From an optimization exercise on the open Yosys and OpenROAD flow, aimed at a short achievable clock period and few clock cycles; shortcuts taken in it are not production practice.
In this exercise RTL edits were held to simulation tests only and were not proved equivalent to the original.
The clock cells of runs 4 to 7 come from the design's own scripts or RTL, not from TritonCTS.
The flow treats the clock pin as an ideal source. Dropping or thinning the clock tree relies on that and would not hold on a real chip.
No activity file was given, so power comes from the tool's default toggle rates.

==> run.sh <==
#!/bin/bash
# synth_recipe.tcl (not shown) runs the flow's synth.tcl, then flattens the netlist and writes it again
# the make line also repeats each setting of config.mk as NAME=value (left out here)
make -C /OpenROAD-flow-scripts/flow DESIGN_CONFIG=/design/flow/config.mk WORK_HOME=/design/flow/orfs CLKGATE_MAP_FILE= SYNTH_SCRIPT=/design/flow/synth_recipe.tcl finish
==> design.v <==
module apbBridgeFsm (
  input  logic c,
  input  logic HRESET,
  input  logic HSEL,
  input  logic HREADYIN,
  input  logic htrans1,
  output logic accept,      
  output logic setup,       
  output logic penable,     
  output logic HREADYOUT
);
  assign accept = HSEL && HREADYIN && htrans1 && !setup;
  always_ff @(posedge c)
  begin
    if (!HRESET)
    begin
      setup     <= 1'b0;
      penable   <= 1'b0;
      HREADYOUT <= 1'b1;
    end
    else
    begin
      setup     <= accept;
      penable   <= setup;
      HREADYOUT <= !accept;
    end
  end
endmodule
module apbSlaveDecode (
  input  logic                  c,
  input  logic                  HRESET,
  input  logic [32-1:0]    haddr,
  input  logic                  accept,
  input  logic                  setup,
  output logic [16-1:0] psel
);
  logic [16-1:0] pselDec;
  assign pselDec = 16'(1) << haddr[31:28];
  always_ff @(posedge c)
  begin
    if (!HRESET)
      psel <= '0;
    else if (!setup)
      psel <= accept ? pselDec : '0;
  end
endmodule
module apbTargetRegister (
  input  logic               c,
  input  logic               HRESET,
  input  logic               wrEn,     
  input  logic [32-1:0] pwdata,
  output logic [32-1:0] prdata
);
  logic [32-1:0] content;
  always_ff @(posedge c)
  begin
    if (!HRESET)
      content <= '0;
    else if (wrEn)
      content <= pwdata;
  end
  assign prdata = content;
endmodule
module apbTargetRam (
  input  logic                 c,
  input  logic [32-1:0] wrEn,    
  input  logic [32-1:0] rdSel,   
  input  logic [32-1:0]    pwdata,
  output logic [32-1:0]    prdata   
);
  logic [32-1:0] mem [0:32-1];
  always_ff @(posedge c)
  begin
    for (int i = 0; i < 32; i++)
      if (wrEn[i])
        mem[i] <= pwdata;
  end
  always_comb
  begin
    prdata = '0;
    for (int i = 0; i < 32; i++)
      prdata = prdata | (mem[i] & {32{rdSel[i]}});
  end
endmodule
module ahbApbBridge (
  input  logic                  c,
  input  logic                  HRESET,
  input  logic [32-1:0]    HADDR,
  input  logic [1:0]            HTRANS,
  input  logic                  HWRITE,
  input  logic                  HSEL,
  input  logic [32-1:0]    HWDATA,
  input  logic                  HREADYIN,
  input  logic [32-1:0]    regRdata,
  input  logic [32-1:0]    ramRdata,
  output logic                  regWrEn,
  output logic [32-1:0] ramWrEn,
  output logic [32-1:0] ramRdSel,
  output logic [32-1:0]    HRDATA,
  output logic                  HREADYOUT,
  output logic [16-1:0] PSEL,
  output logic [32-1:0]    PADDR,
  output logic                  PWRITE,
  output logic                  PENABLE,
  output logic [32-1:0]    PWDATA
);
  localparam int IDX_W = $clog2(32);
  logic                  accept;
  logic                  setup;
  logic                  regSel;
  logic [IDX_W-1:0]      hidx;
  logic [3:0]            hregion;
  apbBridgeFsm fsm (
    .c,
    .HRESET,
    .HSEL,
    .HREADYIN,
    .htrans1   (HTRANS[1]),
    .accept,
    .setup,
    .penable   (PENABLE),
    .HREADYOUT
  );
  apbSlaveDecode decode (
    .c,
    .HRESET,
    .haddr     (HADDR),
    .accept,
    .setup,
    .psel      (PSEL)
  );
  assign hregion = HADDR[31:28];
  assign hidx    = HADDR[23 +: IDX_W];
  always_ff @(posedge c)
  begin
    if (!setup)
    begin
      PADDR  <= HADDR;
      PWRITE <= HWRITE;
      regSel <= (hregion == 4'(0));
      for (int i = 0; i < 32; i++)
        ramRdSel[i] <= (hregion == 4'(1)) && (hidx == IDX_W'(i));
    end
  end
  always_ff @(posedge c)
  begin
    regWrEn <= HRESET && setup && PWRITE && regSel;
    for (int i = 0; i < 32; i++)
      ramWrEn[i] <= HRESET && setup && PWRITE && ramRdSel[i];
  end
  always_ff @(posedge c)
  begin
    HRDATA <= ramRdata | (regRdata & {32{regSel}});
  end
  assign PWDATA = HWDATA;
endmodule
module ahbApbSystem (
  input  logic                  c,
  input  logic                  HRESET,
  input  logic [32-1:0]    HADDR,
  input  logic [1:0]            HTRANS,
  input  logic                  HWRITE,
  input  logic                  HSEL,
  input  logic [32-1:0]    HWDATA,
  input  logic                  HREADYIN,
  output logic [32-1:0]    HRDATA,
  output logic                  HREADYOUT,
  output logic [16-1:0] PSEL,
  output logic [32-1:0]    PADDR,
  output logic                  PWRITE,
  output logic                  PENABLE,
  output logic [32-1:0]    PWDATA
);
  logic [32-1:0]    regRdata;
  logic [32-1:0]    ramRdata;
  logic                  regWrEn;
  logic [32-1:0] ramWrEn;
  logic [32-1:0] ramRdSel;
  ahbApbBridge bridge (
    .c,
    .HRESET,
    .HADDR,
    .HTRANS,
    .HWRITE,
    .HSEL,
    .HWDATA,
    .HREADYIN,
    .regRdata,
    .ramRdata,
    .regWrEn,
    .ramWrEn,
    .ramRdSel,
    .HRDATA,
    .HREADYOUT,
    .PSEL,
    .PADDR,
    .PWRITE,
    .PENABLE,
    .PWDATA
  );
  apbTargetRegister regTarget (
    .c,
    .HRESET,
    .wrEn    (regWrEn),
    .pwdata  (PWDATA),
    .prdata  (regRdata)
  );
  apbTargetRam ramTarget (
    .c,
    .wrEn    (ramWrEn),
    .rdSel   (ramRdSel),
    .pwdata  (PWDATA),
    .prdata  (ramRdata)
  );
endmodule
==> constraint.sdc <==
create_clock -name core_clock -period 3.5 [get_ports {c}]
set_input_delay 0.7000 -clock core_clock [delete_from_list [all_inputs] [get_ports {c}]]
set_output_delay 0.7000 -clock core_clock [all_outputs]
set_load 0.01 [all_outputs]
==> config.mk <==
export PLATFORM = sky130hd
export DESIGN_NAME = ahbApbSystem
export DESIGN_NICKNAME = ahbApbSystem
export VERILOG_FILES = /design/flow/design.v
export SDC_FILE = /design/flow/constraint.sdc
export NUM_CORES = 4
export LEC_CHECK = 0
export CAP_MARGIN = 20
export CORE_MARGIN = 2
export CORE_UTILIZATION = 40
export SLEW_MARGIN = 20
==> results of run 1 <==
## metrics by stage
step           hold slack [ps]  area, µm²  worst slack, ps  power, mW  util [%]
6_report                   350      49900              950       28.8      48.0
2_1_floorplan              431      42100             1450       16.2         -
4_1_cts                    315      49900              944       29.0      48.0
3_3_place_gp               443      46000              953       16.5      44.3
5_1_grt                    340      49900              922       29.5      48.0
3_5_place_dp               446      46000              958       16.6      44.3
## cell usage in the layout, fill, tap and decap left out, types with 2 or more instances in the layout
cell type        netlist  final
a222oi_1              32     32
a22o_1                 8      8
a22oi_1              480    480
a32o_1                 4      4
and2_1                34     34
buf_12                 0      8
buf_4                 32    134
bufinv_16              0      9
clkbuf_1             130     28
clkbuf_16              0    117
clkbuf_8               0     21
clkdlybuf4s50_1        0    183
clkinv_1               0     13
clkinv_2               0     22
clkinv_4               0      2
clkinvlp_4             0      3
dfxtp_1              116     83
dfxtp_2                0     28
dfxtp_4                0      5
edfxtp_1            1090   1090
inv_1                  3      2
inv_2                  1      2
inv_6                  0      3
mux2i_1               32     32
nand2_1               45     45
nand2b_1               2      2
nand3_1               35     35
nand4_1               96     96
nor2_1                35     35
nor2b_1               35     35
nor3b_4                2      2
nor4_1                33     33
o21ai_0                3      3
## sequential cells by signal (all words and copies together) (netlist names), 16 cells and up
register	flops
regTarget.content	32
bridge.ramWrEn	32
bridge.ramRdSel	32
bridge.PADDR	32
bridge.HRDATA	32
bridge.decode.psel	16
ramTarget.mem	1024
## final cells by class
class	instances	area, µm²
antenna	1	2.50
clock buffer	166	3320
clock inverter	54	542
fill	8687	54000
inverter	4	15.0
multi-input combinational	885	6210
sequential	1206	35100
tap	1380	1730
timing repair buffer	326	3000
## metal layers
layer,up-vias,wire length (µm),part of all wire [%],global-route usage [%]
met4,0,4030,3.1,7.83
met3,251,13900,11,4.87
met2,1539,61100,48,37.6
li1,9885,-,-,-
met1,12500,49300,38,31.7
met5,-,0,0,0
## where the power goes
group          switching (mW)  internal (mW)
Sequential             0.0181           15.7
Combinational           0.323          0.209
Clock                    5.33           7.26
## path summary, 6_finish.rpt
path	end	slack (ps)	depth (start not counted)
hold / removal	bridge.fsm.setup	350	3
setup reg to reg	bridge.HRDATA[3]	1010	5
hold reg to reg	bridge.HRDATA[1]	470	2
setup / recovery	PWDATA[28]	950	2
## cells by family after synthesis
kind of cell | count (synthesis) | synth area share (%)
simple gates | 325 | 4.35
mux | 32 | 0.761
flops | 1206 | 83.3
compound gates | 528 | 9.64
buf+inv | 182 | 1.94
==> flow_summary.json, run 1 <==
{
  "irDropWorstVdd_mv": 0.480,
  "post_synth_num_cell_types": 31,
  "synth_ff_type": "edfxtp_1",
  "dp.final_hpwl_um": 71400,
  "setup_viol": 0,
  "min_period_over_period_pct": 72.9,
  "cts_resized": 0,
  "finalNonFillerCells": 4022,
  "fin_crit_ps": 2550,
  "die_x_um": 328,
  "gr-total-overflow": 0,
  "synthesis.nets": 2344,
  "path_clk_slew_ps": 60,
  "slew_viol_final": 0,
  "cts-hold-fix-buffers": 0,
  "place.gp.congestion": 0.797,
  "critPathTopFamily": "buffers and inverters",
  "path_buf_inv": 2,
  "powerDensity_nw_per_um2": 578,
  "critPathMaxFanout": 2,
  "synth-async-reset-ratio_pct": 0,
  "yosysMostFrequentCell": "edfxtp_1",
  "htree_levels": 3,
  "synth_edf_count": 1090,
  "endpoint_kind": "output pin",
  "fmax_mhz": 392,
  "synth_commonest_cells": "edfxtp_1, a22oi_1, clkbuf_1, dfxtp_1, nand4_1",
  "tightest_slew_ps": 1220,
  "grt_pass1_vias": 23900,
  "startpoint_type": "primary input",
  "grt_max_degree": 50,
  "yosysTopAreaCell": "edfxtp_1",
  "start_util_pct": 40.5,
  "slowest_stage": "clkdlybuf4s50_1",
  "outcome": "complete, no violations",
  "cts_tree": "yes",
  "finalNetCount": 2610,
  "tns_ps": 0,
  "antenna_found_initial": 1,
  "cap_violations": 0,
  "cts_buffers": 116,
  "synthCells": 2273,
  "route.detailed.drc": 0,
  "post_cts.repair.setup_buffers": 0,
  "rsz0062_at_grt": "no",
  "grt_pass1_wl_um": 178000,
  "via_per_inst": 6.02,
  "dr_total_vias": 24200,
  "ios": 186,
  "dp_cells": 3800,
  "r2r-start": "bridge.ramRdSel[20]",
  "dieArea_um2": 108000,
  "drt-total-wl_um": 128000,
  "finClkSkew_ps": 41.1,
  "cts_max_path_buffers": 3,
  "cts_root_buf": "clkbuf_16",
  "synth.top_cell.area_share_pct": 77.8,
  "slew_headroom_pct": 18.4,
  "hold_violations": 0,
  "synthTopCellsByArea": "edfxtp_1, a22oi_1, dfxtp_1, nand4_1, clkbuf_1",
  "avgSynthCellArea_um2": 18.5,
  "cts.sinks": 1206,
  "drtIter0Drc": 3837,
  "critPathRequiredTime_ps": 2800,
  "clock_latency_ps": 710,
  "area_delta_synth_final_pct": 18.7,
  "crit_start": "HWDATA[28]",
  "num_rows": 118,
  "drive_gt1_share_pct": 13.8,
  "critPathMostFrequentCell": "clkdlybuf4s50_1",
  "port_buffers": 184,
  "wire_per_inst_um": 31.9,
  "ys_ff_latch": 1206,
  "ant_nets": 0,
  "worst_path_largest_cell_delay_ps": 580,
  "hold_path.class": "primary input to flop",
  "path_cells": "clkdlybuf4s50_1, clkdlybuf4s50_1",
  "yosysSeqAreaShare_pct": 83.3,
  "p_leak_nw": 15.9,
  "grt_use_total_pct": 23.4,
  "worstHoldStart": "HRESET",
  "first_pass_iters": 6,
  "ys_warn_count": 6,
  "core_region_area_um2": 104000,
  "die_y_um": 328,
  "synth_area_um2": 42100,
  "worstSetupPathType": "primary input to output pin",
  "arrival_ps": 1850
}
Testbench counts, summed over its fixed seeds: cycles 12,808.
==> run 2: changes to the inputs <==
--- a/config.mk
+++ b/config.mk
@@ -10,2 +10,3 @@
 export CORE_UTILIZATION = 40
+export SETUP_SLACK_MARGIN = 2.0
 export SLEW_MARGIN = 20
==> flow_summary.json, run 2 <==
{
  "endpoint_kind": "output pin",
  "ys_warn_count": 6,
  "die_y_um": 328,
  "synth.top_cell.area_share_pct": 77.8,
  "dr_total_vias": 25800,
  "synth_edf_count": 1090,
  "cts_buffers": 117,
  "regMostFlops": "ramTarget.mem",
  "place.gp.congestion": 0.793,
  "grt_pass1_wl_um": 190000,
  "yosysMostFrequentCell": "edfxtp_1",
  "irDropWorstVdd_mv": 0.469,
  "rsz0062_at_grt": "yes",
  "path_clk_slew_ps": 60,
  "post_synth_num_cell_types": 31,
  "hold_path.class": "primary input to flop",
  "slew_headroom_pct": 41.4,
  "route.detailed.drc": 0,
  "grt_max_degree": 34,
  "synth_area_um2": 42100,
  "ant_nets": 0,
  "dp_cells": 3813,
  "yosysTopAreaCell": "edfxtp_1",
  "htree_levels": 3,
  "largest_register_ff_count": 1024,
  "core_region_area_um2": 104000,
  "synth-async-reset-ratio_pct": 0,
  "grt_use_total_pct": 25.2,
  "gr-total-overflow": 0,
  "yosysSeqAreaShare_pct": 83.3,
  "cts_tree": "yes",
  "drtIter0Drc": 4221,
  "regArea_um2": 35200,
  "synthTopCellsByArea": "edfxtp_1, a22oi_1, dfxtp_1, nand4_1, clkbuf_1",
  "cts-hold-fix-buffers": 0,
  "via_per_inst": 6.10,
  "cap_violations": 0,
  "start_util_pct": 40.5,
  "dieArea_um2": 108000,
  "drt-total-wl_um": 139000,
  "multiInputGateArea_um2": 7600,
  "critPathTopFamily": "flip-flops",
  "hold_violations": 0,
  "antenna_cells": 0,
  "clock_latency_ps": 710,
  "fmax_mhz": 511,
  "avgSynthCellArea_um2": 18.5,
  "die_x_um": 328,
  "slowest_stage": "edfxtp_1",
  "synthesis.nets": 2344,
  "synth_ff_type": "edfxtp_1",
  "startpoint_type": "flop",
  "worstSetupPathType": "flop to output pin",
  "cts_max_path_buffers": 3,
  "synth_commonest_cells": "edfxtp_1, a22oi_1, clkbuf_1, dfxtp_1, nand4_1",
  "final_cell_mix": "edfxtp_1, a22oi_1, a22oi_2, buf_4, buf_6",
  "fin_area_um2": 54300,
  "finalNonFillerCells": 4220,
  "nFillCells": 8136,
  "tns_ps": 0,
  "min_period_over_period_pct": 55.9,
  "finClkSkew_ps": 35.1,
  "cts_root_buf": "clkbuf_16",
  "fin_util_pct": 52.2,
  "final_common_cell": "edfxtp_1",
  "worst_path_largest_cell_delay_ps": 420,
  "fin_crit_ps": 1960,
  "grt_pass1_vias": 25400,
  "slew_viol_final": 0,
  "ios": 186,
  "cts.sinks": 1206,
  "outcome": "complete, no violations",
  "antenna_found_initial": 8,
  "area_delta_synth_final_pct": 29.0,
  "wire_per_inst_um": 33.0,
  "critPathRequiredTime_ps": 2800,
  "powerDensity_nw_per_um2": 533,
  "synthCells": 2273,
  "num_rows": 118,
  "finalNetCount": 2813,
  "dp.final_hpwl_um": 72600,
  "arrival_ps": 1260,
  "port_buffers": 184,
  "critPathMaxFanout": 2,
  "p_leak_nw": 18.0,
  "setup_viol": 0,
  "first_pass_iters": 6,
  "drive_gt1_share_pct": 34.9,
  "power_mw": 28.9,
  "tightest_slew_ps": 878,
  "placed_cell_area_um2": 46200,
  "path_buf_inv": 1,
  "ys_ff_latch": 1206,
  "path_cells": "buf_6"
}
## run 2: area by class of cell
type	count	area share (%)
repair buffers	527	10.8
clock buffers	162	6.08
flip-flops and latches	1206	64.9
inverters	4	0.0346
repair inverters	1	0.0138
clock inverters	55	1.01
multi-input cells	885	14.0
well taps	1380	3.18
## run 2: stage by stage
step / hold WS [ps] / setup WS, ps
6_report: 292 / 1540
2_1_floorplan: 431 / 1810
4_1_cts: 280 / 1510
5_1_grt: 288 / 1520
3_5_place_dp: 448 / 968
3_3_place_gp: 446 / 952
## run 2: cells by family (layout without fill, tap and decap cells)
kind of cell           count (synthesis)  in the layout  share of synthesized area (%)
AND/OR/NAND/NOR                      325            325                           4.35
buffers and inverters                182            749                           1.94
AO/OA/AOI/OAI                        528            528                           9.64
flip-flops                          1206           1206                           83.3
multiplexers                          32             32                          0.761
## run 2: report_power, final
part	total (mW)	internal [mW]	switching (mW)	leakage [nW]
logic	0.580	0.233	0.347	5.21
clock network	12.6	7.30	5.32	1.89
registers	15.7	15.7	0.0134	10.9
## run 2: path summary, 6_finish.rpt
kind / start / endpoint / slack (ps) / cells after the start
worst max-delay path: bridge.PWRITE / PWRITE / 1540 / 1
worst min-delay path: HRESET / bridge.fsm.setup / 290 / 3
worst max register to register: bridge.ramRdSel[11] / bridge.HRDATA[31] / 1640 / 6
worst min register to register: ramTarget.mem[23][5] / bridge.HRDATA[5] / 460 / 2
## run 2: routing by layer
layer	GRT usage (%)	part of all wire (%)
met2	40.1	47
met5	0	0.057
met1	33.5	37
met4	11.0	4.5
met3	5.48	12
## run 2: what timing repair did
action                     in CTS  in global routing
buffers inserted              136                 33
setup endpoints to repair     720                222
gates cloned                   19                  2
pin swaps                     141                 93
gates resized for setup      1073                144
==> run 3: changes to the inputs <==
--- a/design.v
+++ b/design.v
@@ -32,2 +32,3 @@
   input  logic [32-1:0]    haddr,
+  input  logic [32-1:0]    holdAddr,   
   input  logic                  accept,
@@ -37,3 +38,5 @@
   logic [16-1:0] pselDec;
-  assign pselDec = 16'(1) << haddr[31:28];
+  logic [16-1:0] pselHold;
+  assign pselDec  = 16'(1) << haddr[31:28];
+  assign pselHold = 16'(1) << holdAddr[31:28];
   always_ff @(posedge c)
@@ -42,3 +45,5 @@
       psel <= '0;
-    else if (!setup)
+    else if (setup)
+      psel <= pselHold;
+    else
       psel <= accept ? pselDec : '0;
@@ -112,2 +117,4 @@
   logic [3:0]            hregion;
+  logic [32-1:0]    addrHold;
+  logic                  writeHold;
   apbBridgeFsm fsm (
@@ -127,2 +134,3 @@
     .haddr     (HADDR),
+    .holdAddr  (addrHold),
     .accept,
@@ -135,6 +143,17 @@
   begin
+    if (accept)
+    begin
+      addrHold  <= HADDR;
+      writeHold <= HWRITE;
+    end
+  end
+  always_ff @(posedge c)
+  begin
+    PADDR  <= setup ? addrHold  : HADDR;
+    PWRITE <= setup ? writeHold : HWRITE;
+  end
+  always_ff @(posedge c)
+  begin
     if (!setup)
     begin
-      PADDR  <= HADDR;
-      PWRITE <= HWRITE;
       regSel <= (hregion == 4'(0));
==> flow_summary.json, run 3 <==
{
  "grt_use_total_pct": 23.8,
  "nFillCells": 8505,
  "min_period_over_period_pct": 54.2,
  "first_pass_iters": 6,
  "ys_ff_latch": 1239,
  "dr_total_vias": 26000,
  "finClkSkew_ps": 48.2,
  "power_switching_mw": 5.95,
  "setup_ws_ps": 1600,
  "synthTopCellsByArea": "edfxtp_1, a22oi_1, dfxtp_1, nand4_1, clkbuf_1",
  "grt_pass1_wl_um": 188000,
  "fin_area_um2": 54700,
  "critPathRequiredTime_ps": 2800,
  "setup_viol": 0,
  "cts_buffers": 119,
  "worst_path_largest_cell_delay_ps": 370,
  "cap_violations": 0,
  "synth.top_cell.area_share_pct": 75.7,
  "internal_power_mw": 23.9,
  "gr-total-overflow": 0,
  "post_synth_num_cell_types": 36,
  "dr_wl_met2_um": 63800,
  "fin_crit_ps": 1900,
  "worstSetupPathType": "flop to output pin",
  "avgSynthCellArea_um2": 18.3,
  "irDropWorstVdd_mv": 0.398,
  "hold_violations": 0,
  "num_rows": 120,
  "die_y_um": 333,
  "port_buffers": 184,
  "power_mw": 29.8,
  "cts.sinks": 1239,
  "largest_register_ff_count": 1024,
  "critPathMaxFanout": 1,
  "slowest_stage": "dfxtp_4",
  "r2r-start": "bridge.ramRdSel[11]",
  "pre_cts_ws_ps": 951,
  "reg2regPathDepth": 8,
  "drtIter0Drc": 3973,
  "ios": 186,
  "grt_max_degree": 34,
  "synth_area_um2": 43200,
  "worstHoldStart": "HADDR[30]",
  "tightest_slew_ps": 943,
  "outcome": "complete, no violations",
  "htree_levels": 3,
  "antenna_found_initial": 2,
  "rsz0062_at_grt": "yes",
  "yosysMostFrequentCell": "edfxtp_1",
  "die_x_um": 333,
  "min_path_cells": 1,
  "slew_headroom_pct": 37.1,
  "p_sw_share_pct": 20.0,
  "regArea_um2": 35900,
  "hold_path.class": "primary input to flop",
  "cts_root_buf": "clkbuf_16",
  "path_buf_inv": 1,
  "drive_gt1_share_pct": 33.0,
  "power_frac_seq_pct": 54.0,
  "powerDensity_nw_per_um2": 545,
  "p_comb_share_pct": 2.2,
  "dp_cells": 3916,
  "rr_endpoint": "bridge.HRDATA[16]",
  "r2r_setup_slack_ps": 1660,
  "min_to": "bridge.addrHold[30]",
  "yosysTopAreaCell": "edfxtp_1",
  "startpoint_type": "flop",
  "core_region_area_um2": 107000,
  "synthCells": 2365,
  "place.gp.congestion": 0.802,
  "wl_met1_um": 51900,
  "grt_pass1_vias": 25700,
  "dp.final_hpwl_um": 71600,
  "cts_tree": "yes",
  "wire_per_inst_um": 31.6,
  "antenna_cells": 0,
  "route.detailed.drc": 0,
  "via_per_inst": 6.05,
  "multiInputGateArea_um2": 7840,
  "fmax_mhz": 527,
  "ys_warn_count": 6,
  "synth_ff_type": "edfxtp_1",
  "dieArea_um2": 111000,
  "p_leak_nw": 18.0,
  "fin_util_pct": 51.0,
  "path_cells": "buf_6",
  "path_clk_slew_ps": 60,
  "slew_viol_final": 0,
  "finalNonFillerCells": 4292,
  "placed_cell_area_um2": 47200,
  "endpoint_kind": "output pin",
  "synth_commonest_cells": "edfxtp_1, a22oi_1, dfxtp_1, clkbuf_1, nand4_1",
  "tns_ps": 0,
  "top_layer": "met4",
  "cts_max_path_buffers": 3,
  "area_delta_synth_final_pct": 26.5,
  "final_common_cell": "edfxtp_1",
  "synthesis.nets": 2436,
  "cts-hold-fix-buffers": 0,
  "start_util_pct": 40.3,
  "final_cell_mix": "edfxtp_1, a22oi_1, buf_6, buf_4, a22oi_2",
  "met3WireLength_um": 15400,
  "whs_ps": 381,
  "clockPowerShare_pct": 43.8,
  "regMostFlops": "ramTarget.mem",
  "synth_edf_count": 1090,
  "yosysSeqAreaShare_pct": 82.6,
  "finalNetCount": 2856,
  "drt-total-wl_um": 136000,
  "critPathTopFamily": "flip-flops",
  "synth-async-reset-ratio_pct": 0,
  "ant_nets": 0,
  "clock_latency_ps": 720,
  "arrival_ps": 1200
}
## run 3: cell count changes in the layout (fill, tap and decap cells not counted), sizes merged, moves of 4 or more
| cell | before | now |
|---|---|---|
| a22o | 8 | 0 |
| a32o | 4 | 0 |
| mux2 | 0 | 32 |
| dfxtp | 116 | 149 |
| and2 | 34 | 42 |
| buf | 486 | 436 |
| o22ai | 0 | 10 |
| nand2b | 2 | 6 |
## run 3: final cells by class
class                      instances  area share (%)
timing repair inverter             1          0.0137
clock buffer                     162            5.96
multi-input combinational        943            14.3
tap                             1403            3.21
sequential                      1239            65.6
inverter                           3          0.0274
timing repair buffer             478            9.48
clock inverter                    63            1.34
## run 3: how the worst max path moves through the flow
stage	startpoint	endpoint	depth (start not counted)
floorplan	HREADYIN	bridge.decode.psel[1]	5
global route	bridge.HRDATA[21]	HRDATA[21]	1
CTS	bridge.HRDATA[21]	HRDATA[21]	1
global placement	HWDATA[17]	PWDATA[17]	2
detailed placement	bridge.ramRdSel[28]	bridge.HRDATA[6]	5
finish	bridge.HRDATA[21]	HRDATA[21]	1
## run 3: power by group through the flow
stage	sequential, mW	combinational [mW]	clock [mW]
finish	16.1	0.667	13.1
CTS	16.1	0.631	13.1
floorplan	16.5	0.149	0
global route	16.1	0.710	13.7
detailed placement	16.4	0.575	0
global placement	16.4	0.556	0
## run 3: layer usage
| layer | up-vias | global-route usage (%) |
|---|---|---|
| met1 | 13400 | 32.7 |
| met2 | 1758 | 38.2 |
| li1 | 10500 | - |
| met3 | 301 | 4.77 |
| met4 | 0 | 7.20 |
| met5 | - | 0 |
## run 3: cells by family (layout without fill, tap and decap cells)
| group | count (synthesis) | count (layout) | synth area share [%] |
|---|---|---|---|
| mux | 64 | 64 | 1.57 |
| buf+inv | 184 | 707 | 1.96 |
| compound gates | 529 | 529 | 9.32 |
| simple gates | 349 | 350 | 4.54 |
| flops | 1239 | 1239 | 82.6 |
## run 3: repair_timing
action                                 4_1_cts  5_1_grt
gates resized for setup                   1012      186
buffers inserted                           107       27
setup endpoints to repair                  646      237
endpoints found under the hold margin        0        0
gates cloned                                13        4
pin swaps                                  115       86
Testbench counts of run 3, summed over its fixed seeds: cycles 12,808.
==> run 4: changes to the inputs <==
--- a/design.v
+++ b/design.v
@@ -72,2 +72,3 @@
   input  logic [32-1:0] rdSel,   
+  input  logic [32-1:0] rdSelHi,  
   input  logic [32-1:0]    pwdata,
@@ -86,3 +87,3 @@
     for (int i = 0; i < 32; i++)
-      prdata = prdata | (mem[i] & {32{rdSel[i]}});
+      prdata = prdata | (mem[i] & {{(32/2){rdSelHi[i]}}, {(32/2){rdSel[i]}}});
   end
@@ -102,3 +103,4 @@
   output logic [32-1:0] ramWrEn,
-  output logic [32-1:0] ramRdSel,
+  output logic [32-1:0] ramRdSel,     
+  output logic [32-1:0] ramRdSelHi,   
   output logic [32-1:0]    HRDATA,
@@ -115,2 +117,4 @@
   logic                  regSel;
+  logic                  regWrSel;
+  logic [32-1:0] ramWrSel;
   logic [IDX_W-1:0]      hidx;
@@ -156,14 +160,16 @@
   begin
-    if (!setup)
-    begin
-      regSel <= (hregion == 4'(0));
-      for (int i = 0; i < 32; i++)
-        ramRdSel[i] <= (hregion == 4'(1)) && (hidx == IDX_W'(i));
-    end
-  end
-  always_ff @(posedge c)
-  begin
-    regWrEn <= HRESET && setup && PWRITE && regSel;
-    for (int i = 0; i < 32; i++)
-      ramWrEn[i] <= HRESET && setup && PWRITE && ramRdSel[i];
+    regSel   <= (hregion == 4'(0));
+    regWrSel <= (hregion == 4'(0)) && HWRITE;
+    for (int i = 0; i < 32; i++)
+    begin
+      ramRdSel[i]   <= (hregion == 4'(1)) && (hidx == IDX_W'(i));
+      ramRdSelHi[i] <= (hregion == 4'(1)) && (hidx == IDX_W'(i)) && !HWRITE;
+      ramWrSel[i]   <= (hregion == 4'(1)) && (hidx == IDX_W'(i)) && HWRITE;
+    end
+  end
+  always_ff @(posedge c)
+  begin
+    regWrEn <= HRESET && setup && regWrSel;
+    for (int i = 0; i < 32; i++)
+      ramWrEn[i] <= HRESET && setup && ramWrSel[i];
   end
@@ -197,2 +203,3 @@
   logic [32-1:0] ramRdSel;
+  logic [32-1:0] ramRdSelHi;
   ahbApbBridge bridge (
@@ -211,2 +218,3 @@
     .ramRdSel,
+    .ramRdSelHi,
     .HRDATA,
@@ -230,2 +238,3 @@
     .rdSel   (ramRdSel),
+    .rdSelHi (ramRdSelHi),
     .pwdata  (PWDATA),
==> flow/run.sh (new file) <==
#!/bin/bash
# Layout flow: the standard ORFS flow (standard.sh) with three changes:
#  - the clock tree is built by flow/clocktree.tcl (hooked in before CTS) instead of TritonCTS:
#    the clock port drives four clock buffers beside it, each of which drives leaf clock
#    buffers placed at the centres of compact flip-flop clusters (two buffers to every
#    flip-flop, so the tree is balanced and shallow);
#  - the port buffers are buf_4 cells instead of the smallest buffer;
#  - the resizer may swap a cell for any cell of the same function (MATCH_CELL_FOOTPRINT=0).
# Each step's full log is in orfs/logs/; make's own output goes to flow_make.log.
set -euo pipefail
here="$(pwd)"
export PRE_CTS_TCL="$here/flow/clocktree.tcl"
export BUFFER_PORTS_ARGS="-buffer_cell sky130_fd_sc_hd__buf_4"
export CT_LEAF_MAX="${CT_LEAF_MAX:-32}"
bash standard.sh MATCH_CELL_FOOTPRINT=0 finish > "$here/flow_make.log" 2>&1
==> flow/clocktree.tcl (new file) <==

set ::ct_leaf_max   [expr {[info exists ::env(CT_LEAF_MAX)] ? $::env(CT_LEAF_MAX) : 32}]
set ::ct_mids       [expr {[info exists ::env(CT_MIDS)] ? $::env(CT_MIDS) : 4}]
set ::ct_leaf_cell  [expr {[info exists ::env(CT_LEAF_CELL)] ? $::env(CT_LEAF_CELL) : "sky130_fd_sc_hd__clkbuf_16"}]
set ::ct_mid_cell   [expr {[info exists ::env(CT_MID_CELL)] ? $::env(CT_MID_CELL) : "sky130_fd_sc_hd__clkbuf_16"}]

proc ct_split_n {items n} {
  # split items into n groups of near-equal size by recursive median cuts across the wider
  # side of their bounding box
  if {$n <= 1} { return [list $items] }
  set xs [lmap i $items {lindex $i 0}]
  set ys [lmap i $items {lindex $i 1}]
  set dx [expr {[tcl::mathfunc::max {*}$xs] - [tcl::mathfunc::min {*}$xs]}]
  set dy [expr {[tcl::mathfunc::max {*}$ys] - [tcl::mathfunc::min {*}$ys]}]
  set k [expr {$dx >= $dy ? 0 : 1}]
  set sorted [lsort -integer -index $k $items]
  set n1 [expr {$n / 2}]
  set h [expr {([llength $sorted] * $n1 + $n / 2) / $n}]
  return [concat [ct_split_n [lrange $sorted 0 [expr {$h - 1}]] $n1] \
                 [ct_split_n [lrange $sorted $h end] [expr {$n - $n1}]]]
}

proc ct_centre {items} {
  set sx 0; set sy 0
  foreach i $items { set sx [expr {$sx + [lindex $i 0]}]; set sy [expr {$sy + [lindex $i 1]}] }
  set n [llength $items]
  return [list [expr {$sx / $n}] [expr {$sy / $n}]]
}

proc ct_place {inst x y} {
  set block [ord::get_db_block]
  set master [$inst getMaster]
  set core [$block getCoreArea]
  set w [$master getWidth]; set h [$master getHeight]
  set x [expr {max([$core xMin], min([$core xMax] - $w, $x - $w / 2))}]
  set y [expr {max([$core yMin], min([$core yMax] - $h, $y - $h / 2))}]
  $inst setLocation $x $y
  $inst setPlacementStatus PLACED
}

proc ct_build {} {
  global ct_leaf_max ct_mids ct_leaf_cell ct_mid_cell
  set db [ord::get_db]
  set block [ord::get_db_block]
  set clk [$block findNet c]
  set port [$block findBTerm c]
  set pbox [$port getBBox]
  set px [expr {([$pbox xMin] + [$pbox xMax]) / 2}]
  set py [expr {([$pbox yMin] + [$pbox yMax]) / 2}]
  set leafm [$db findMaster $ct_leaf_cell]
  set midm  [$db findMaster $ct_mid_cell]

  set sinks {}
  foreach it [$clk getITerms] {
    set b [[$it getInst] getBBox]
    lappend sinks [list [expr {([$b xMin] + [$b xMax]) / 2}] [expr {([$b yMin] + [$b yMax]) / 2}] $it]
  }
  puts "clock tree: [llength $sinks] sinks, port at $px $py"

  set nleaves [expr {([llength $sinks] + $ct_leaf_max - 1) / $ct_leaf_max}]
  set clusters [ct_split_n $sinks $nleaves]
  set leaves {}
  set li 0
  foreach cl $clusters {
    lassign [ct_centre $cl] cx cy
    set inst [odb::dbInst_create $block $leafm "ctleaf_$li"]
    set net [odb::dbNet_create $block "ctnet_leaf_$li"]
    $net setSigType CLOCK
    foreach s $cl {
      set it [lindex $s 2]
      $it disconnect
      $it connect $net
    }
    [$inst findITerm X] connect $net
    ct_place $inst $cx $cy
    lappend leaves [list $cx $cy $inst]
    incr li
  }
  puts "clock tree: $li leaf buffers"

  set groups [ct_split_n $leaves $ct_mids]
  set mi 0
  foreach g $groups {
    lassign [ct_centre $g] gx gy
    set inst [odb::dbInst_create $block $midm "ctmid_$mi"]
    set net [odb::dbNet_create $block "ctnet_mid_$mi"]
    $net setSigType CLOCK
    foreach l $g {
      [[lindex $l 2] findITerm A] connect $net
    }
    [$inst findITerm X] connect $net
    [$inst findITerm A] connect $clk
    # beside the port, nudged toward its group
    set dx [expr {$gx - $px}]; set dy [expr {$gy - $py}]
    set d [expr {max(1.0, sqrt($dx * $dx + $dy * $dy))}]
    set off [expr {[info exists ::env(CT_MID_OFF)] ? $::env(CT_MID_OFF) : 12000}]
    set off [expr {min($off, $d)}]
    ct_place $inst [expr {int($px + $dx / $d * $off)}] [expr {int($py + $dy / $d * $off)}]
    puts "clock tree: mid $mi drives [llength $g] leaves"
    incr mi
  }
  $clk setSigType CLOCK
}

ct_build
set_propagated_clock [all_clocks]
# The tree is built; TritonCTS is not run
proc clock_tree_synthesis {args} { puts "clock_tree_synthesis skipped: tree built by clocktree.tcl" }
==> standard.sh (new file) <==
#!/bin/bash
# synth_recipe.tcl (not shown) runs the flow's synth.tcl, then flattens the netlist and writes it again
# the make line also repeats each setting of config.mk as NAME=value (left out here)
make -C /OpenROAD-flow-scripts/flow DESIGN_CONFIG=/design/flow/config.mk WORK_HOME=/design/flow/orfs CLKGATE_MAP_FILE= SYNTH_SCRIPT=/design/flow/synth_recipe.tcl "${@:-finish}"
removed: run.sh
==> flow_summary.json, run 4 <==
{
  "outcome": "complete, no violations",
  "finalNetCount": 2930,
  "arrival_ps": 2090,
  "drtIter0Drc": 4690,
  "pre_cts_ws_ps": 1240,
  "worstSetupEndpoint": "bridge.ramRdSel[15]",
  "ant_nets": 0,
  "die_x_um": 339,
  "ios": 186,
  "dr_total_vias": 26800,
  "finalNonFillerCells": 4357,
  "slew_headroom_pct": 26.4,
  "fmax_mhz": 584,
  "min_period_over_period_pct": 48.9,
  "p_leak_nw": 18.0,
  "wire_per_inst_um": 33.9,
  "start_util_pct": 40.1,
  "path_cells": "buf_12, or4b_4, nor2_8, buf_6, nand2_8, nor2_1",
  "antenna_found_initial": 2,
  "dp_cells": 4105,
  "yosysTopAreaCell": "edfxtp_1",
  "worstHoldStart": "HADDR[0]",
  "path_buf_inv": 2,
  "hold_path.class": "primary input to flop",
  "setup_ws_ps": 1790,
  "hold_violations": 0,
  "critPathMaxFanout": 8,
  "final_cell_mix": "edfxtp_1, a22oi_1, buf_6, buf_4, a22oi_2",
  "tns_ps": 0,
  "drt-total-wl_um": 148000,
  "regMostFlops": "ramTarget.mem",
  "reg2regPathDepth": 6,
  "whs_ps": 367,
  "core_region_area_um2": 112000,
  "final_common_cell": "edfxtp_1",
  "critPathTopFamily": "simple AND/OR/NAND/NOR gates",
  "r2r_setup_slack_ps": 1790,
  "dp.final_hpwl_um": 76000,
  "rr_endpoint": "bridge.HRDATA[11]",
  "placed_cell_area_um2": 48100,
  "finClkSkew_ps": 70.2,
  "synthesis.nets": 2607,
  "dieArea_um2": 115000,
  "post_synth_num_cell_types": 37,
  "avgSynthCellArea_um2": 17.7,
  "tightest_slew_ps": 1100,
  "synthCells": 2536,
  "nFillCells": 9106,
  "grt_pass1_vias": 25900,
  "setup_viol": 0,
  "synth_area_um2": 45000,
  "critPathRequiredTime_ps": 3880,
  "fin_area_um2": 55100,
  "synthTopCellsByArea": "edfxtp_1, dfxtp_1, a22oi_1, clkbuf_1, nand4_1",
  "via_per_inst": 6.15,
  "route.detailed.drc": 0,
  "gr-total-overflow": 0,
  "endpoint_kind": "flop",
  "first_pass_iters": 6,
  "cap_violations": 0,
  "rsz0062_at_grt": "yes",
  "port_buffers": 184,
  "yosysSeqAreaShare_pct": 81.6,
  "fin_crit_ps": 1710,
  "path_clk_slew_ps": 110,
  "powerDensity_nw_per_um2": 442,
  "slew_viol_final": 0,
  "irDropWorstVdd_mv": 0.429,
  "worst-path-stages": 6,
  "num_rows": 123,
  "largest_register_ff_count": 1024,
  "synth-async-reset-ratio_pct": 0,
  "grt_use_total_pct": 24.5,
  "area_delta_synth_final_pct": 22.6,
  "startpoint_type": "primary input",
  "fin_util_pct": 49.2,
  "worst_path_largest_cell_delay_ps": 660,
  "place.gp.congestion": 0.811,
  "drive_gt1_share_pct": 34.2,
  "synth_commonest_cells": "edfxtp_1, a22oi_1, dfxtp_1, clkbuf_1, nand4_1",
  "grt_max_degree": 84,
  "worstSetupPathType": "primary input to flop",
  "synth_ff_type": "edfxtp_1",
  "yosysMostFrequentCell": "edfxtp_1",
  "ys_ff_latch": 1304,
  "synth_edf_count": 1057,
  "crit_start": "HADDR[29]",
  "antenna_cells": 0,
  "die_y_um": 339,
  "clock_latency_ps": 510,
  "slowest_stage": "or4b_4",
  "grt_pass1_wl_um": 201000,
  "r2r-start": "bridge.regSel",
  "power_mw": 24.4,
  "ys_warn_count": 6,
  "synth.top_cell.area_share_pct": 70.6
}
-- run 4: changes by cell type in the layout (fill, tap and decap cells not counted), sizes merged, moves of 26 or more --
cell and delta:
nor3 +37, clkdlybuf4s50 -32, dfxtp +98, clkinv -41, and2 -26, clkbuf -88, edfxtp -33, and3 +64
-- run 4: cells by family after synthesis --
kind of cell / Yosys count / synth area share, %
flops: 1304 / 81.6
compound gates: 530 / 9.01
simple gates: 430 / 5.87
buf+inv: 209 / 2.05
mux: 63 / 1.49
-- run 4: area by class of cell --
class | count | area [µm²] | share of cell area (%)
plain buffers | 45 | 1130 | 2.04
inverters | 4 | 15.0 | 0.0272
multi-input cells | 1024 | 8820 | 16.0
flip-flops and latches | 1304 | 37100 | 67.3
well taps | 1500 | 1880 | 3.41
repair buffers | 480 | 6180 | 11.2
-- run 4: how the worst min path moves through the flow --
stage | end | cells past startpoint
after floorplan | bridge.PADDR[27] | 2
after global placement | bridge.PADDR[27] | 2
after detailed placement | bridge.HRDATA[20] | 2
after CTS | bridge.addrHold[0] | 1
after global routing | bridge.addrHold[18] | 1
final | bridge.addrHold[0] | 1
-- run 4: metal layers --
layer / wire [µm] / track usage [%]
met2: 68900 / 40.0
met3: 17800 / 4.63
met1: 55400 / 33.6
met4: 5710 / 7.04
met5: 0 / 0
-- run 4: timing repair --
action,CTS,global route
pin swaps,118,68
cloned,35,0
setup buffers,138,34
resized for setup,726,150
endpoints found under the setup margin,639,279
hold buffers,0,0
-- run 4: where the power goes --
part | internal, mW | total [mW] | switching [mW]
registers | 16.7 | 16.7 | 0.0282
logic | 0.424 | 0.880 | 0.456
clock network | 2.34 | 6.75 | 4.41
total | 19.5 | 24.4 | 4.90
-- run 4: worst reg2reg max path, stage by stage (launching register included) --
cell,delay [ps]
dfxtp_4,440
buf_12,170
buf_12,140
a22oi_2,170
nand4_1,190
nor4_4,370
nand2_1,80
Testbench counts of run 4, summed over its fixed seeds: cycles 12,808.
==> run 5: changes to the inputs <==
--- a/design.v
+++ b/design.v
@@ -117,4 +117,5 @@
   logic                  regSel;
-  logic                  regWrSel;
-  logic [32-1:0] ramWrSel;
+  logic                  regWrite;
+  logic                  ramSel;
+  logic                  ramWrite;
   logic [IDX_W-1:0]      hidx;
@@ -161,19 +162,20 @@
     regSel   <= (hregion == 4'(0));
-    regWrSel <= (hregion == 4'(0)) && HWRITE;
-    for (int i = 0; i < 32; i++)
-    begin
-      ramRdSel[i]   <= (hregion == 4'(1)) && (hidx == IDX_W'(i));
-      ramRdSelHi[i] <= (hregion == 4'(1)) && (hidx == IDX_W'(i)) && !HWRITE;
-      ramWrSel[i]   <= (hregion == 4'(1)) && (hidx == IDX_W'(i)) && HWRITE;
-    end
-  end
-  always_ff @(posedge c)
-  begin
-    regWrEn <= HRESET && setup && regWrSel;
-    for (int i = 0; i < 32; i++)
-      ramWrEn[i] <= HRESET && setup && ramWrSel[i];
-  end
-  always_ff @(posedge c)
-  begin
-    HRDATA <= ramRdata | (regRdata & {32{regSel}});
+    regWrite <= (hregion == 4'(0)) && HWRITE;
+    ramSel   <= (hregion == 4'(1));
+    ramWrite <= (hregion == 4'(1)) && HWRITE;
+    for (int i = 0; i < 32; i++)
+    begin
+      ramRdSel[i]   <= (hidx == IDX_W'(i));
+      ramRdSelHi[i] <= (hidx == IDX_W'(i)) && !HWRITE;
+    end
+  end
+  always_ff @(posedge c)
+  begin
+    regWrEn <= HRESET && setup && regWrite;
+    for (int i = 0; i < 32; i++)
+      ramWrEn[i] <= HRESET && setup && ramWrite && ramRdSel[i];
+  end
+  always_ff @(posedge c)
+  begin
+    HRDATA <= (ramRdata & {32{ramSel}}) | (regRdata & {32{regSel}});
   end
--- a/flow/run.sh
+++ b/flow/run.sh
@@ -1,3 +1,3 @@
 #!/bin/bash
-# Layout flow: the standard ORFS flow (standard.sh) with three changes:
+# Layout flow: the standard ORFS flow (standard.sh) with these changes:
 #  - the clock tree is built by flow/clocktree.tcl (hooked in before CTS) instead of TritonCTS:
@@ -6,2 +6,3 @@
 #    flip-flop, so the tree is balanced and shallow);
+#  - a second setup repair runs after CTS (flow/postcts.tcl);
 #  - the port buffers are buf_4 cells instead of the smallest buffer;
@@ -12,2 +13,3 @@
 export PRE_CTS_TCL="$here/flow/clocktree.tcl"
+export POST_CTS_TCL="$here/flow/postcts.tcl"
 export BUFFER_PORTS_ARGS="-buffer_cell sky130_fd_sc_hd__buf_4"
==> flow/postcts.tcl (new file) <==
# A second setup repair after CTS: the first pass stops with most endpoints still short of
# the setup margin, and a second pass from its result gains more.
log_cmd repair_timing -setup -setup_margin $::env(SETUP_SLACK_MARGIN) -repair_tns 100 -verbose
detailed_placement
check_placement -verbose
--- a/config.mk
+++ b/config.mk
@@ -10,3 +10,3 @@
 export CORE_UTILIZATION = 40
-export SETUP_SLACK_MARGIN = 2.0
+export SETUP_SLACK_MARGIN = 1.95
 export SLEW_MARGIN = 20
==> flow_summary.json, run 5 <==
{
  "path_clk_slew_ps": 120,
  "muxShareOfSynthArea_pct": 1.48,
  "grt_max_degree": 44,
  "tightest_slew_ps": 985,
  "critPathMaxFanout": 7,
  "whs_ps": 385,
  "via_per_inst": 5.77,
  "finClkSkew_ps": 51.8,
  "synth_compound_area_share_pct": 9.65,
  "wire_per_inst_um": 29.5,
  "hold_violations": 0,
  "synth_edf_count": 1057,
  "ant_nets": 0,
  "ios": 186,
  "yosys.area_share.simple_pct": 4.68,
  "yosysTopAreaCell": "edfxtp_1",
  "outcome": "complete, no violations",
  "first_pass_iters": 5,
  "port_buffers": 184,
  "die_x_um": 338,
  "critPathRequiredTime_ps": 3870,
  "gr-total-overflow": 0,
  "cap_violations": 0,
  "synth-adder-area-share_pct": 0,
  "arrival_ps": 2140,
  "grt_pass1_vias": 24400,
  "dr_total_vias": 24800,
  "largest_register_ff_count": 1024,
  "yosysMostFrequentCell": "edfxtp_1",
  "avgSynthCellArea_um2": 17.9,
  "grt_pass1_wl_um": 176000,
  "ys_warn_count": 6,
  "synth_xor_xnor_area_share_pct": 0,
  "power_frac_seq_pct": 68.6,
  "regMostFlops": "ramTarget.mem",
  "rsz0062_at_grt": "yes",
  "finalNetCount": 2881,
  "synth_top_family_by_area": "compound AO/OA/AOI/OAI gates",
  "drtIter0Drc": 3413,
  "die_y_um": 338,
  "p_sw_share_pct": 20.2,
  "start_util_pct": 40.3,
  "synth_commonest_cells": "edfxtp_1, a22oi_1, dfxtp_1, nand4_1, nand2_1",
  "synthCells": 2494,
  "endpoint_kind": "flop",
  "slowest_stage": "o41ai_4",
  "drt-total-wl_um": 127000,
  "hold_path.class": "primary input to flop",
  "final_common_cell": "edfxtp_1",
  "route.detailed.drc": 0,
  "final_cell_mix": "edfxtp_1, a22oi_1, buf_4, buf_6, a22oi_2",
  "fmax_mhz": 565,
  "worst_path_largest_cell_delay_ps": 510,
  "synthTopCellsByArea": "edfxtp_1, dfxtp_1, a22oi_1, nand4_1, buf_6",
  "grt_use_total_pct": 21.5,
  "slew_headroom_pct": 34.3,
  "tns_ps": 0,
  "yosysSeqAreaShare_pct": 81.0,
  "clock_latency_ps": 490,
  "dieArea_um2": 114000,
  "p_comb_share_pct": 4.5,
  "powerDensity_nw_per_um2": 450,
  "synth-async-reset-ratio_pct": 0,
  "drive_gt1_share_pct": 31.1,
  "ys_ff_latch": 1274,
  "synth_ff_type": "edfxtp_1",
  "worstSetupPathType": "flop to flop",
  "startpoint_type": "flop",
  "internal_power_mw": 19.2,
  "setup_viol": 0,
  "dp.final_hpwl_um": 67200,
  "p_leak_nw": 17.2,
  "core_region_area_um2": 111000,
  "fin_crit_ps": 1770,
  "irDropWorstVdd_mv": 1.77,
  "clockPowerShare_pct": 26.9,
  "fin_util_pct": 48.3,
  "antenna_found_initial": 5,
  "post_synth_num_cell_types": 42,
  "power_switching_mw": 4.84,
  "synth.top_cell.area_share_pct": 71.2,
  "synth_area_um2": 44600,
  "slew_viol_final": 0,
  "min_period_over_period_pct": 50.6,
  "synthesis.nets": 2565,
  "place.gp.congestion": 0.802,
  "path_cells": "buf_8, a22oi_1, nand4_1, o41ai_4, nand2_1",
  "num_rows": 122,
  "area_delta_synth_final_pct": 19.8
}
-- run 5: changes by cell type after synthesis, moves of 31 or more --
| cell | before | now |
|---|---|---|
| a222oi_1 | 32 | 0 |
| buf_2 | 3 | 50 |
| and3_1 | 65 | 3 |
| nand2_1 | 39 | 82 |
| nand4_1 | 96 | 130 |
| o41ai_1 | 0 | 32 |
| clkbuf_1 | 164 | 42 |
| nor2_1 | 36 | 70 |
| buf_6 | 2 | 58 |
| nor4_1 | 33 | 2 |
-- run 5: critical path, delay by kind of cell, from the launching register on --
kind / cells / cell delay, ps
buffers and inverters: 1 / 160
and+or+nand+nor: 2 / 390
AOI/OAI and AO/OA: 2 / 690
DFF: 1 / 400
-- run 5: metrics by stage --
step | setup WS [ps] | area [µm²] | total power, mW | instances
floorplan | 1890 | 44600 | 17.1 | 2494
global placement | 1270 | 46800 | 17.5 | 4021
detailed placement | 1250 | 46800 | 17.6 | 4021
global route | 1700 | 53300 | 24.7 | 4296
finish | 1730 | 53400 | 24.0 | 4300
-- run 5: layer usage --
metal	global-route usage (%)	up-vias	part of all wire, %
li1	-	10600	-
met1	28.4	12800	39
met2	36.3	1237	49
met3	3.87	174	8.5
met4	6.70	4	3.5
met5	0	-	0.017
-- run 5: power by group through the flow --
| stage | Clock [mW] | Sequential, mW | Combinational, mW |
|---|---|---|---|
| 2_1_floorplan | 0 | 16.8 | 0.274 |
| 3_3_place_gp | 0 | 16.9 | 0.680 |
| 3_5_place_dp | 0 | 16.9 | 0.703 |
| 5_1_grt | 7.05 | 16.5 | 1.13 |
| 6_report | 6.46 | 16.5 | 1.09 |
-- run 5: logic make-up (layout without fill, tap and decap cells) --
group	count (synthesis)	count (layout)
and+or+nand+nor	394	395
DFF	1274	1274
muxes	62	62
AOI/OAI and AO/OA	563	563
other	0	4
buffers and inverters	201	514
-- run 5: final timing paths --
| path | depth (start not counted) | endpoint | startpoint | slack (ps) |
|---|---|---|---|---|
| setup / recovery | 5 | bridge.HRDATA[20] | bridge.ramRdSelHi[15] | 1730 |
| hold / removal | 1 | bridge.addrHold[7] | HADDR[7] | 390 |
| setup reg to reg | 5 | bridge.HRDATA[20] | bridge.ramRdSelHi[15] | 1730 |
| hold reg to reg | 2 | bridge.HRDATA[25] | regTarget.content[25] | 440 |
-- run 5: layout make-up --
class                   count  area [µm²]
plain buffers              44        1100
multi-input cells        1020        8000
fillers                  9048       57200
diodes                      4        10.0
inverters                   6        26.3
flip-flops and latches   1274       36400
well taps                1488        1860
repair buffers            464        5930
Testbench counts of run 5, summed over its fixed seeds: cycles 12,808.
==> run 6: changes to the inputs <==
--- a/design.v
+++ b/design.v
@@ -118,3 +118,2 @@
   logic                  regWrite;
-  logic                  ramSel;
   logic                  ramWrite;
@@ -163,3 +162,2 @@
     regWrite <= (hregion == 4'(0)) && HWRITE;
-    ramSel   <= (hregion == 4'(1));
     ramWrite <= (hregion == 4'(1)) && HWRITE;
@@ -167,4 +165,4 @@
     begin
-      ramRdSel[i]   <= (hidx == IDX_W'(i));
-      ramRdSelHi[i] <= (hidx == IDX_W'(i)) && !HWRITE;
+      ramRdSel[i]   <= (hregion == 4'(1)) && (hidx == IDX_W'(i));
+      ramRdSelHi[i] <= (hregion == 4'(1)) && (hidx == IDX_W'(i)) && !HWRITE;
     end
@@ -179,3 +177,3 @@
   begin
-    HRDATA <= (ramRdata & {32{ramSel}}) | (regRdata & {32{regSel}});
+    HRDATA <= ramRdata | (regRdata & {32{regSel}});
   end
--- a/flow/run.sh
+++ b/flow/run.sh
@@ -15,3 +15,3 @@
 export BUFFER_PORTS_ARGS="-buffer_cell sky130_fd_sc_hd__buf_4"
-export CT_LEAF_MAX="${CT_LEAF_MAX:-32}"
+export CT_LEAF_MAX="${CT_LEAF_MAX:-28}"
 bash standard.sh MATCH_CELL_FOOTPRINT=0 finish > "$here/flow_make.log" 2>&1
--- a/config.mk
+++ b/config.mk
@@ -9,3 +9,3 @@
 export CORE_MARGIN = 2
-export CORE_UTILIZATION = 40
+export CORE_UTILIZATION = 70
 export SETUP_SLACK_MARGIN = 1.95
==> flow_summary.json, run 6 <==
{
  "outcome": "complete, no violations",
  "use_met1_pct": 55.9,
  "start_util_pct": 71.0,
  "power_switching_mw": 4.60,
  "drtIter0Drc": 4917,
  "fmax_mhz": 596,
  "synthesis.nets": 2519,
  "clockPowerShare_pct": 28.3,
  "fin_area_um2": 51000,
  "ios": 186,
  "irDropWorstVdd_mv": 1.71,
  "antenna_found_initial": 2,
  "ys_warn_count": 6,
  "grt_use_met2_pct": 64.6,
  "finalNetCount": 2764,
  "route.detailed.drc": 0,
  "via_per_inst": 7.48,
  "grt_pass1_wl_um": 183000,
  "num_rows": 91,
  "first_pass_iters": 7,
  "grt_use_total_pct": 40.9,
  "synth_area_um2": 43900,
  "r2r-start": "bridge.ramRdSel[5]",
  "area_delta_synth_final_pct": 16.2,
  "rsz0062_at_grt": "yes",
  "ys_ff_latch": 1273,
  "yosysTopAreaCell": "edfxtp_1",
  "nFillCells": 2993,
  "core_region_area_um2": 61800,
  "r2r_setup_slack_ps": 1840,
  "synthTopCellsByArea": "edfxtp_1, dfxtp_1, a22oi_1, nand4_1, clkbuf_1",
  "power_mw": 23.9,
  "power_frac_seq_pct": 68.5,
  "drt-total-wl_um": 133000,
  "hold_violations": 0,
  "whs_ps": 392,
  "synth.top_cell.area_share_pct": 72.3,
  "placed_cell_area_um2": 46200,
  "fin_crit_ps": 1680,
  "avgSynthCellArea_um2": 17.9,
  "arrival_ps": 980,
  "hold_path.class": "primary input to flop",
  "worstSetupPathType": "flop to output pin",
  "worst_path_largest_cell_delay_ps": 380,
  "crit_start": "bridge.HRDATA[31]",
  "dr_total_vias": 26400,
  "port_buffers": 184,
  "path_buf_inv": 1,
  "dieArea_um2": 64700,
  "synth_commonest_cells": "edfxtp_1, a22oi_1, dfxtp_1, clkbuf_1, nand4_1",
  "met3_usage_pct": 9.03,
  "final_cell_mix": "edfxtp_1, a22oi_1, buf_6, buf_4, nand4_1",
  "gr-total-overflow": 0,
  "p_comb_share_pct": 3.2,
  "slowest_stage": "dfxtp_2",
  "worstHoldStart": "HADDR[5]",
  "grt_max_degree": 33,
  "synth-async-reset-ratio_pct": 0,
  "place.gp.congestion": 0.838,
  "powerDensity_nw_per_um2": 469,
  "die_y_um": 254,
  "wire_per_inst_um": 37.8,
  "post_synth_num_cell_types": 42,
  "yosysMostFrequentCell": "edfxtp_1",
  "finalNonFillerCells": 3529,
  "p_leak_nw": 16.5,
  "endpoint_kind": "output pin",
  "top_usage_layer": "met2",
  "p_sw_share_pct": 19.2,
  "regMostFlops": "ramTarget.mem",
  "tns_ps": 0,
  "critPathMaxFanout": 1,
  "path_cells": "buf_6",
  "tightest_slew_ps": 768,
  "slew_headroom_pct": 48.8,
  "clock_latency_ps": 490,
  "slew_viol_final": 0,
  "finClkSkew_ps": 54.7,
  "path_clk_slew_ps": 110,
  "cap_violations": 0,
  "min_period_over_period_pct": 47.9,
  "synth_edf_count": 1057,
  "dp_cells": 3370,
  "synthCells": 2448,
  "startpoint_type": "flop",
  "dp.final_hpwl_um": 67500,
  "final_common_cell": "edfxtp_1",
  "die_x_um": 254,
  "grt_pass1_vias": 25300,
  "drive_gt1_share_pct": 27.0,
  "internal_power_mw": 19.3,
  "synth_ff_type": "edfxtp_1",
  "largest_register_ff_count": 1024,
  "critPathRequiredTime_ps": 2800,
  "critPathTopFamily": "flip-flops",
  "yosysSeqAreaShare_pct": 82.1,
  "ant_nets": 0,
  "setup_viol": 0
}
-- run 6: cell count changes in the layout (fill, tap and decap cells not counted), sizes merged, moves of 4 or more --
cell / change
buf: -87
or2: +4
nor2b: -6
nand3: +30
and2: +6
nor4: +31
a22oi: -33
nand2: -35
a222oi: +32
nand4: -32
clkbuf: +6
o41ai: -32
-- run 6: logic make-up after synthesis --
group	Yosys count	share of synthesized area, %
AO/OA/AOI/OAI	529	9.19
buffers and inverters	190	2.03
flip-flops	1273	82.1
multiplexers	64	1.55
AND/OR/NAND/NOR	392	5.10
-- run 6: metrics by stage --
| stage | setup slack (ps) | util, % |
|---|---|---|
| after global placement | 1070 | 74.7 |
| after floorplan | 1710 | - |
| after global routing | 1820 | 82.6 |
| final | 1820 | 82.6 |
| after detailed placement | 1030 | 74.7 |
-- run 6: metal layers --
metal / vias to the layer above / wire length (µm)
met5: - / 0
met4: 0 / 7510
met3: 446 / 19700
met2: 2576 / 62100
met1: 13000 / 44100
li1: 10300 / -
-- run 6: worst paths after layout --
kind,to,depth (start not counted)
max,HRDATA[31],1
min,bridge.addrHold[5],1
max reg2reg,bridge.HRDATA[15],5
min reg2reg,bridge.HRDATA[28],2
-- run 6: final cells by class --
type | count | area (µm²) | share of cell area [%]
timing repair buffer | 377 | 4860 | 9.52
tap | 837 | 1050 | 2.05
sequential | 1273 | 36400 | 71.3
buffer | 50 | 1250 | 2.45
inverter | 2 | 7.51 | 0.0147
multi-input combinational | 989 | 7500 | 14.7
antenna | 1 | 2.50 | 0.00490
-- run 6: power by group through the flow --
| stage | clock, mW | combinational [mW] | sequential [mW] |
|---|---|---|---|
| after floorplan | 0 | 0.138 | 16.8 |
| after global placement | 0 | 0.447 | 16.8 |
| after detailed placement | 0 | 0.467 | 16.8 |
| after global routing | 7.16 | 0.797 | 16.4 |
| final | 6.76 | 0.766 | 16.4 |
Testbench counts of run 6, summed over its fixed seeds: cycles 12,808.
==> run 7: changes to the inputs <==
--- a/flow/run.sh
+++ b/flow/run.sh
@@ -3,3 +3,3 @@
 #  - the clock tree is built by flow/clocktree.tcl (hooked in before CTS) instead of TritonCTS:
-#    the clock port drives four clock buffers beside it, each of which drives leaf clock
+#    the clock port drives four buffers beside it, each of which drives leaf
 #    buffers placed at the centres of compact flip-flop clusters (two buffers to every
@@ -15,3 +15,7 @@
 export BUFFER_PORTS_ARGS="-buffer_cell sky130_fd_sc_hd__buf_4"
-export CT_LEAF_MAX="${CT_LEAF_MAX:-28}"
+export CT_LEAF_MAX="${CT_LEAF_MAX:-26}"
+# buf_12 for both levels: a little less delay than clkbuf_16 at these loads, and four buf_12
+# inputs load the clock port about as much as four clkbuf_16 inputs
+export CT_MID_CELL=sky130_fd_sc_hd__buf_12
+export CT_LEAF_CELL=sky130_fd_sc_hd__buf_12
 bash standard.sh MATCH_CELL_FOOTPRINT=0 finish > "$here/flow_make.log" 2>&1
==> flow_summary.json, run 7 <==
{
  "drtIter0Drc": 4830,
  "regMostFlops": "ramTarget.mem",
  "arrival_ps": 950,
  "synth_area_um2": 43900,
  "largest_register_ff_count": 1024,
  "min_path_cells": 1,
  "final_cell_mix": "edfxtp_1, a22oi_1, buf_6, buf_4, nand4_1",
  "tightest_slew_ps": 799,
  "tns_ps": 0,
  "core_region_area_um2": 61800,
  "p_leak_nw": 16.3,
  "yosysTopAreaCell": "edfxtp_1",
  "finClkSkew_ps": 45.9,
  "dr_total_vias": 26400,
  "worstHoldStart": "HADDR[6]",
  "power_mw": 23.8,
  "slew_headroom_pct": 46.7,
  "min_to": "bridge.addrHold[6]",
  "yosysSeqAreaShare_pct": 82.1,
  "post_synth_num_cell_types": 42,
  "synth_commonest_cells": "edfxtp_1, a22oi_1, dfxtp_1, clkbuf_1, nand4_1",
  "grt_max_degree": 33,
  "setup_viol": 0,
  "drive_gt1_share_pct": 26.2,
  "startpoint_type": "flop",
  "start_util_pct": 71.0,
  "path_buf_inv": 1,
  "final_common_cell": "edfxtp_1",
  "worstSetupPathType": "flop to output pin",
  "synthesis.nets": 2519,
  "wire_per_inst_um": 37.7,
  "synth.top_cell.area_share_pct": 72.3,
  "endpoint_kind": "output pin",
  "r2r-start": "bridge.ramRdSel[2]",
  "path_clk_slew_ps": 100,
  "drt-total-wl_um": 133000,
  "ys_ff_latch": 1273,
  "synthTopCellsByArea": "edfxtp_1, dfxtp_1, a22oi_1, nand4_1, clkbuf_1",
  "worst_path_largest_cell_delay_ps": 390,
  "hold_path.class": "primary input to flop",
  "dieArea_um2": 64700,
  "outcome": "complete, no violations",
  "worst-path-stages": 1,
  "powerDensity_nw_per_um2": 471,
  "rsz0062_at_grt": "yes",
  "route.detailed.drc": 0,
  "hold_violations": 0,
  "synth_ff_type": "edfxtp_1",
  "irDropWorstVdd_mv": 2.01,
  "num_rows": 91,
  "clock_latency_ps": 450,
  "fmax_mhz": 605,
  "ys_warn_count": 6,
  "synthCells": 2448,
  "gr-total-overflow": 0,
  "critPathMaxFanout": 1,
  "path_cells": "buf_6",
  "synth_edf_count": 1057,
  "critPathTopFamily": "flip-flops",
  "critPathRequiredTime_ps": 2800,
  "grt_pass1_vias": 25100,
  "antenna_cells": 0,
  "dp.final_hpwl_um": 67500,
  "rr_endpoint": "bridge.HRDATA[15]",
  "via_per_inst": 7.48,
  "cap_violations": 0,
  "fin_crit_ps": 1650,
  "antenna_found_initial": 0,
  "die_x_um": 254,
  "area_delta_synth_final_pct": 15.2,
  "port_buffers": 184,
  "place.gp.congestion": 0.838,
  "synth-async-reset-ratio_pct": 0,
  "nFillCells": 3039,
  "first_pass_iters": 7,
  "grt_use_total_pct": 40.9,
  "ant_nets": 0,
  "slew_viol_final": 0,
  "reg2regPathDepth": 5,
  "grt_pass1_wl_um": 183000,
  "ios": 186,
  "r2r_setup_slack_ps": 1860,
  "slowest_stage": "dfxtp_2",
  "min_period_over_period_pct": 47.2,
  "finalNetCount": 2759,
  "avgSynthCellArea_um2": 17.9,
  "yosysMostFrequentCell": "edfxtp_1",
  "die_y_um": 254
}
-- run 7: cell count changes in the layout (fill, tap and decap cells not counted), moves of 2 or more --
cell | before | now
a22oi_1 | 424 | 433
a22oi_2 | 56 | 47
buf_12 | 16 | 56
buf_6 | 153 | 158
clkbuf_16 | 83 | 32
dfxtp_1 | 69 | 74
dfxtp_2 | 96 | 91
nand3_1 | 40 | 42
nand3_2 | 2 | 0
nor4_1 | 5 | 7
or2_2 | 3 | 1
or2_4 | 2 | 4
-- run 7: layout make-up --
| cell class | instances | area [µm²] | area share (%) |
|---|---|---|---|
| flip-flops and latches | 1273 | 36400 | 71.9 |
| plain buffers | 53 | 1060 | 2.10 |
| well taps | 837 | 1050 | 2.07 |
| inverters | 2 | 7.51 | 0.0148 |
| multi-input cells | 989 | 7430 | 14.7 |
| repair buffers | 369 | 4660 | 9.21 |
-- run 7: power breakdown --
| part | leakage [nW] | total (mW) | switching, mW | internal (mW) |
|---|---|---|---|---|
| sequential | 11.3 | 16.4 | 0.0297 | 16.4 |
| combinational | 4.47 | 0.769 | 0.371 | 0.398 |
| clock | 0.498 | 6.63 | 4.27 | 2.35 |
-- run 7: routing by layer --
| metal | track usage [%] | part of all wire [%] |
|---|---|---|
| met1 | 56.1 | 33 |
| met2 | 64.5 | 47 |
| met3 | 9.17 | 15 |
| met4 | 17.3 | 5.1 |
| met5 | 0 | 0 |
-- run 7: stage by stage --
step / worst slack, ps / area, µm² / hold slack [ps] / utilization [%] / std cells
2_1_floorplan: 1710 / 43900 / 431 / - / 2448
6_report: 1850 / 50600 / 427 / 81.8 / 3523
3_5_place_dp: 1030 / 46200 / 450 / 74.7 / 3370
3_3_place_gp: 1070 / 46200 / 442 / 74.7 / 3370
5_1_grt: 1850 / 50600 / 421 / 81.8 / 3523
-- run 7: cell families after synthesis --
kind of cell	Yosys count	synth area share [%]
DFF	1273	82.1
muxes	64	1.55
AOI/OAI and AO/OA	529	9.19
and+or+nand+nor	392	5.10
buffers and inverters	190	2.03
-- run 7: worst max path at each step --
stage                     slack (ps)                    end              start
after floorplan                 1710  bridge.decode.psel[4]           HREADYIN
after global placement          1070  bridge.decode.psel[4]           HREADYIN
after detailed placement        1030  bridge.decode.psel[9]   bridge.fsm.setup
after global routing            1850             HRDATA[22]  bridge.HRDATA[22]
final                           1850             HRDATA[22]  bridge.HRDATA[22]
-- run 7: worst reg2reg max path: stages, from the launching register on --
cell	delay (ps)
dfxtp_4	390
buf_8	180
a22oi_1	180
nand4_1	220
nor4_4	340
nand2_1	160

[re-timing with driven ports]
Ports are ideal in the flow. The routed layouts listed here were re-timed in OpenROAD.
Step 1 assumes that a clkbuf_16 drives the clock port and a buf_2 every other input.
Step 2 moves the port delays by t, midway between the first and last clock arrival at a register: inputs arrive t later, outputs are due t later. That takes back most of the time a late clock gives input paths.
Slacks: no drivers / after step 1 / after step 2; pairs: no drivers / after step 1.
run | t (ns) | slack for setup (ns) | hold WS [ns] | worst setup path at the end
run 1 | 0.757 | 0.950 / 0.921 / 0.921 | 0.350 / 0.303 / 0.468 | input to output
run 2 | 0.759 | 1.544 / 1.478 / 1.310 | 0.292 / 0.253 / 0.457 | input to register
run 3 | 0.766 | 1.602 / 1.533 / 1.203 | 0.381 / 0.335 / 0.454 | input to register
run 4 | 0.529 | 1.788 / 1.634 / 1.254 | 0.367 / 0.338 / 0.429 | input to register
run 5 | 0.514 | 1.730 / 1.638 / 1.537 | 0.385 / 0.359 / 0.436 | input to register
run 6 | 0.512 | 1.823 / 1.703 / 1.381 | 0.392 / 0.370 / 0.478 | input to register
run 7 | 0.490 | 1.847 / 1.708 / 1.531 | 0.427 / 0.396 / 0.475 | input to register
After both steps every run listed still meets setup and hold. For run 4, which loses most, drivers alone change the setup slack by -0.154 ns; drivers and shift together by -0.534 ns.
